Background: an optimization exercise with open tools, aiming at small area, a short achievable clock period and few clock cycles per item. Do not read the settings as production practice. Where RTL was checked, it was by simulation tests only, not by an equivalence proof against the original. Power and IR drop assume default switching activity.

Design ack_retransmit_tracker, start of the top module:
module ack_retransmit_tracker #(
   parameter int SLOTS = art_pkg::SLOTS_DEFAULT
) (
   input  wire logic                   clock,
   input  wire logic                   reset,
   input  wire logic                   req_valid,
   output wire logic                   req_ready,
   input  wire logic [art_pkg::OP_W-1:0]        req_op,
   input  wire logic [art_pkg::SEQ_W-1:0]       req_seq,
   input  wire logic                   req_is_bye,
   output wire logic                   rsp_valid,
   input  wire logic                   rsp_ready,
   output wire logic [art_pkg::KIND_W-1:0]      rsp_kind,
   output wire logic [art_pkg::SLOT_W-1:0]      rsp_slot,
   output wire logic [art_pkg::SEQ_W-1:0]       rsp_seq_out,
   output wire logic [art_pkg::RETRY_W-1:0]     rsp_retry_count,
   output wire logic                   rsp_last,
   input  wire logic                   csr_valid,
   output wire logic                   csr_ready,
   input  wire logic [art_pkg::CSR_INDEX_W-1:0] csr_index,
   input  wire logic [art_pkg::CSR_DATA_W-1:0]  csr_data
);
Settings: LEC_CHECK=0, CAP_MARGIN=20, CORE_MARGIN=2, CORE_UTILIZATION=40, PLACE_DENSITY=0.5, SETUP_SLACK_MARGIN=3.5, SLEW_MARGIN=20; clock period 7.0 ns.
run.sh (not shown) runs the stock make flow with config.mk's settings and CLKGATE_MAP_FILE= SYNTH_SCRIPT=/design/flow/synth_recipe.tcl, a recipe that flattens the netlist after the stock synthesis.
Change:
--- a/flow/design.v
+++ b/flow/design.v
@@ -225,15 +225,16 @@
       consume  = 1'b0;
       tk_start = 1'b0;
       send_we  = 1'b0;
       conf_we  = 1'b0;
       if (tk_ff) begin
          emit1   = s1_free;
+         consume = s1_free && !rm_nz;
       end else if (go) begin
          emit1   = halted_ff || (rq_op != art_pkg::OP_UNUSED);
-         consume = 1'b1;
+         consume = halted_ff || (rq_op != art_pkg::OP_TICK) || !tk_retx;
          if (!halted_ff) begin
             send_we  = (rq_op == art_pkg::OP_SEND) && (f_free != '0);
             conf_we  = (rq_op == art_pkg::OP_CONFIRM) && (f_match != '0);
             tk_start = (rq_op == art_pkg::OP_TICK);
          end
       end
@@ -324,13 +325,13 @@
             wk_ff <= 1'b0;
          end
          wk1_ff <= wk_ff && !csr_mx;
          if (tk_start) begin
             tk_ff <= tk_retx;
             if (bh != '0) halted_ff <= 1'b1;
-         end else if (tk_ff && emit1 && !rm_nz) begin
+         end else if (tk_ff && consume) begin
             tk_ff <= 1'b0;
          end
          for (int i = 0; i < SLOTS; i++) begin
             if (send_we && f_free[i]) begin
                pend_ff[i] <= 1'b1;
                byef_ff[i] <= rq_bye;
Outcome: Clock-buffer cell count falls by 2. Cell count goes down by 0.75%. Final area falls by 0.42%. Combinational power went down by 19%. Critical path depth shrinks by 6. Total power fell by 5.0%. Die area barely changes. Via count came out lower by 1.4%. Non-clock buffer count decreases by 1. Routed wire length is lower by 2.4%.
Testbench counts after the change, summed over its fixed seeds: cycles 4,882, items 3,200.
The RTL of the first run of this note was laid out without a check of its function.

--- another note on this design; it stands on its own ---

== delta ==
## ack_retransmit_tracker
module ack_retransmit_tracker #(
   parameter int SLOTS = art_pkg::SLOTS_DEFAULT
) (
   input  wire logic                   clock,
   input  wire logic                   reset,
   input  wire logic                   req_valid,
   output wire logic                   req_ready,
   input  wire logic [art_pkg::OP_W-1:0]        req_op,
   input  wire logic [art_pkg::SEQ_W-1:0]       req_seq,
   input  wire logic                   req_is_bye,
   output wire logic                   rsp_valid,
   input  wire logic                   rsp_ready,
   output wire logic [art_pkg::KIND_W-1:0]      rsp_kind,
   output wire logic [art_pkg::SLOT_W-1:0]      rsp_slot,
   output wire logic [art_pkg::SEQ_W-1:0]       rsp_seq_out,
   output wire logic [art_pkg::RETRY_W-1:0]     rsp_retry_count,
   output wire logic                   rsp_last,
   input  wire logic                   csr_valid,
   output wire logic                   csr_ready,
   input  wire logic [art_pkg::CSR_INDEX_W-1:0] csr_index,
   input  wire logic [art_pkg::CSR_DATA_W-1:0]  csr_data
);
Size in the first run: ~3,900 cells after synthesis, about 930 flip-flops, about 80 I/O pins, about 0.047 mm^2 of cells after synthesis.
export LEC_CHECK = 0
export CAP_MARGIN = 20
export CORE_MARGIN = 2
export CORE_UTILIZATION = 40
export PLACE_DENSITY = 0.5
export SETUP_SLACK_MARGIN = 3.7
export SLEW_MARGIN = 20
create_clock -name core_clock -period 7.0 [get_ports {clock}]
run.sh (not shown) runs the stock make flow with config.mk's settings and CLKGATE_MAP_FILE= SYNTH_SCRIPT=/design/flow/synth_recipe.tcl, a recipe that flattens the netlist after the stock synthesis.
delta completed; timing, DRC and antenna clean
Testbench counts of delta, summed over its fixed seeds: cycles 4,882, items 3,200.
Relative to delta, the following input files were edited for xenon:
- an added CTS_CLUSTER_SIZE of 20
- an added CTS_BUF_LIST of sky130_fd_sc_hd__clkbuf_8
- an added CTS_CLUSTER_DIAMETER of 50
## What came out
- Initial antenna violation count in xenon is 2 higher than in delta
- xenon vs delta, instance count: xenon higher
- The non-clock buffer area fraction after layout on delta is in line with that on xenon.
- Per the comparison of xenon with delta, multi-input combinational cell count held steady; sequential share of cell area +0.48 points; post-route core utilization now sits lower.
--- input diff xenon..yarrow ---
- swapping 3.7 for 3.5 in SETUP_SLACK_MARGIN
[summary]
- The ratio of final minimum period to clock period in yarrow sits 3.0 points above the value recorded for xenon.
- Global routing usage summed across all routing layers for yarrow is lower than for xenon.
- In the flow results for yarrow and xenon, the worst reg-to-reg setup slack is smaller on yarrow.
- A cell type of the slowest stage on the worst timing path of sky130_fd_sc_hd__or4_4 is what yarrow shows, while sky130_fd_sc_hd__edfxtp_1 belongs to xenon.
- Met2 usage in global routing (lower): yarrow
- yarrow against xenon: layout-stage area growth over the synthesis result lost 3.9 points, mean instance size in the synthesized netlist neither gained nor lost much, detailed route wirelength on metal2 lost about 5%.
- yarrow ended up with fewer standard cells than xenon.
- Side by side, proportion of cell area occupied by registers turned out higher in yarrow than in xenon.
- yarrow went all the way through synthesis, placement and routing and the layout is clean on timing, DRC and antenna.
- yarrow has highest net fanout along the worst path above what xenon had.
- yarrow ends up with lower internal power of the cells than xenon does.
What sierra does differently from yarrow at the input level:
- a change of CORE_UTILIZATION from 40 to 50
- a change of PLACE_DENSITY from 0.5 to 0.6
- a deleted CTS_BUF_LIST that had been sky130_fd_sc_hd__clkbuf_8
- a deleted CTS_CLUSTER_SIZE that had been 20
- a change of SETUP_SLACK_MARGIN from 3.5 to 3.7
- a deleted CTS_CLUSTER_DIAMETER that had been 50
--- outcome ---
Diff yarrow -> sierra: pin slew with the least headroom to its limit now smaller; number of antenna violations at the first check in global routing now larger; slack of the critical path now larger.

[static timing again, ports no longer ideal]
How much do the figures lean on ideal ports? The routed layouts below were timed once more, with nothing changed but the port constraints. Step 1: set_driving_cell puts a clkbuf_16 on clock and a buf_2 on each other input, an assumption about the parent block. Step 2 also shifts input and output timing later by t, the mid clock arrival at the registers, as if the neighbouring blocks saw the same clock. a / b / c = ideal ports / drivers / drivers and shift; a / b = the first two.
| run | t, ns | slack for setup (ns) | hold WS [ns] | clock arrival spread, ns |
|---|---|---|---|---|
| the first run of note 1 | 0.785 | 3.454 / 3.454 / 2.835 | 0.422 / 0.422 / 0.422 | 0.075 / 0.075 |
| the second run of note 1 | 0.780 | 3.487 / 3.532 / 2.756 | 0.416 / 0.416 / 0.416 | 0.056 / 0.055 |
| delta | 0.784 | 3.666 / 3.666 / 2.969 | 0.421 / 0.421 / 0.421 | 0.049 / 0.050 |
| xenon | 0.903 | 3.643 / 3.643 / 2.893 | 0.432 / 0.432 / 0.432 | 0.110 / 0.111 |
| yarrow | 0.896 | 3.433 / 3.475 / 2.579 | 0.426 / 0.426 / 0.426 | 0.072 / 0.072 |
| sierra | 0.770 | 3.464 / 3.438 / 3.024 | 0.419 / 0.419 / 0.419 | 0.037 / 0.038 |
After both steps every run listed still meets setup and hold. For yarrow, which loses most, drivers alone change the setup slack by +0.042 ns; drivers and shift together by -0.854 ns.
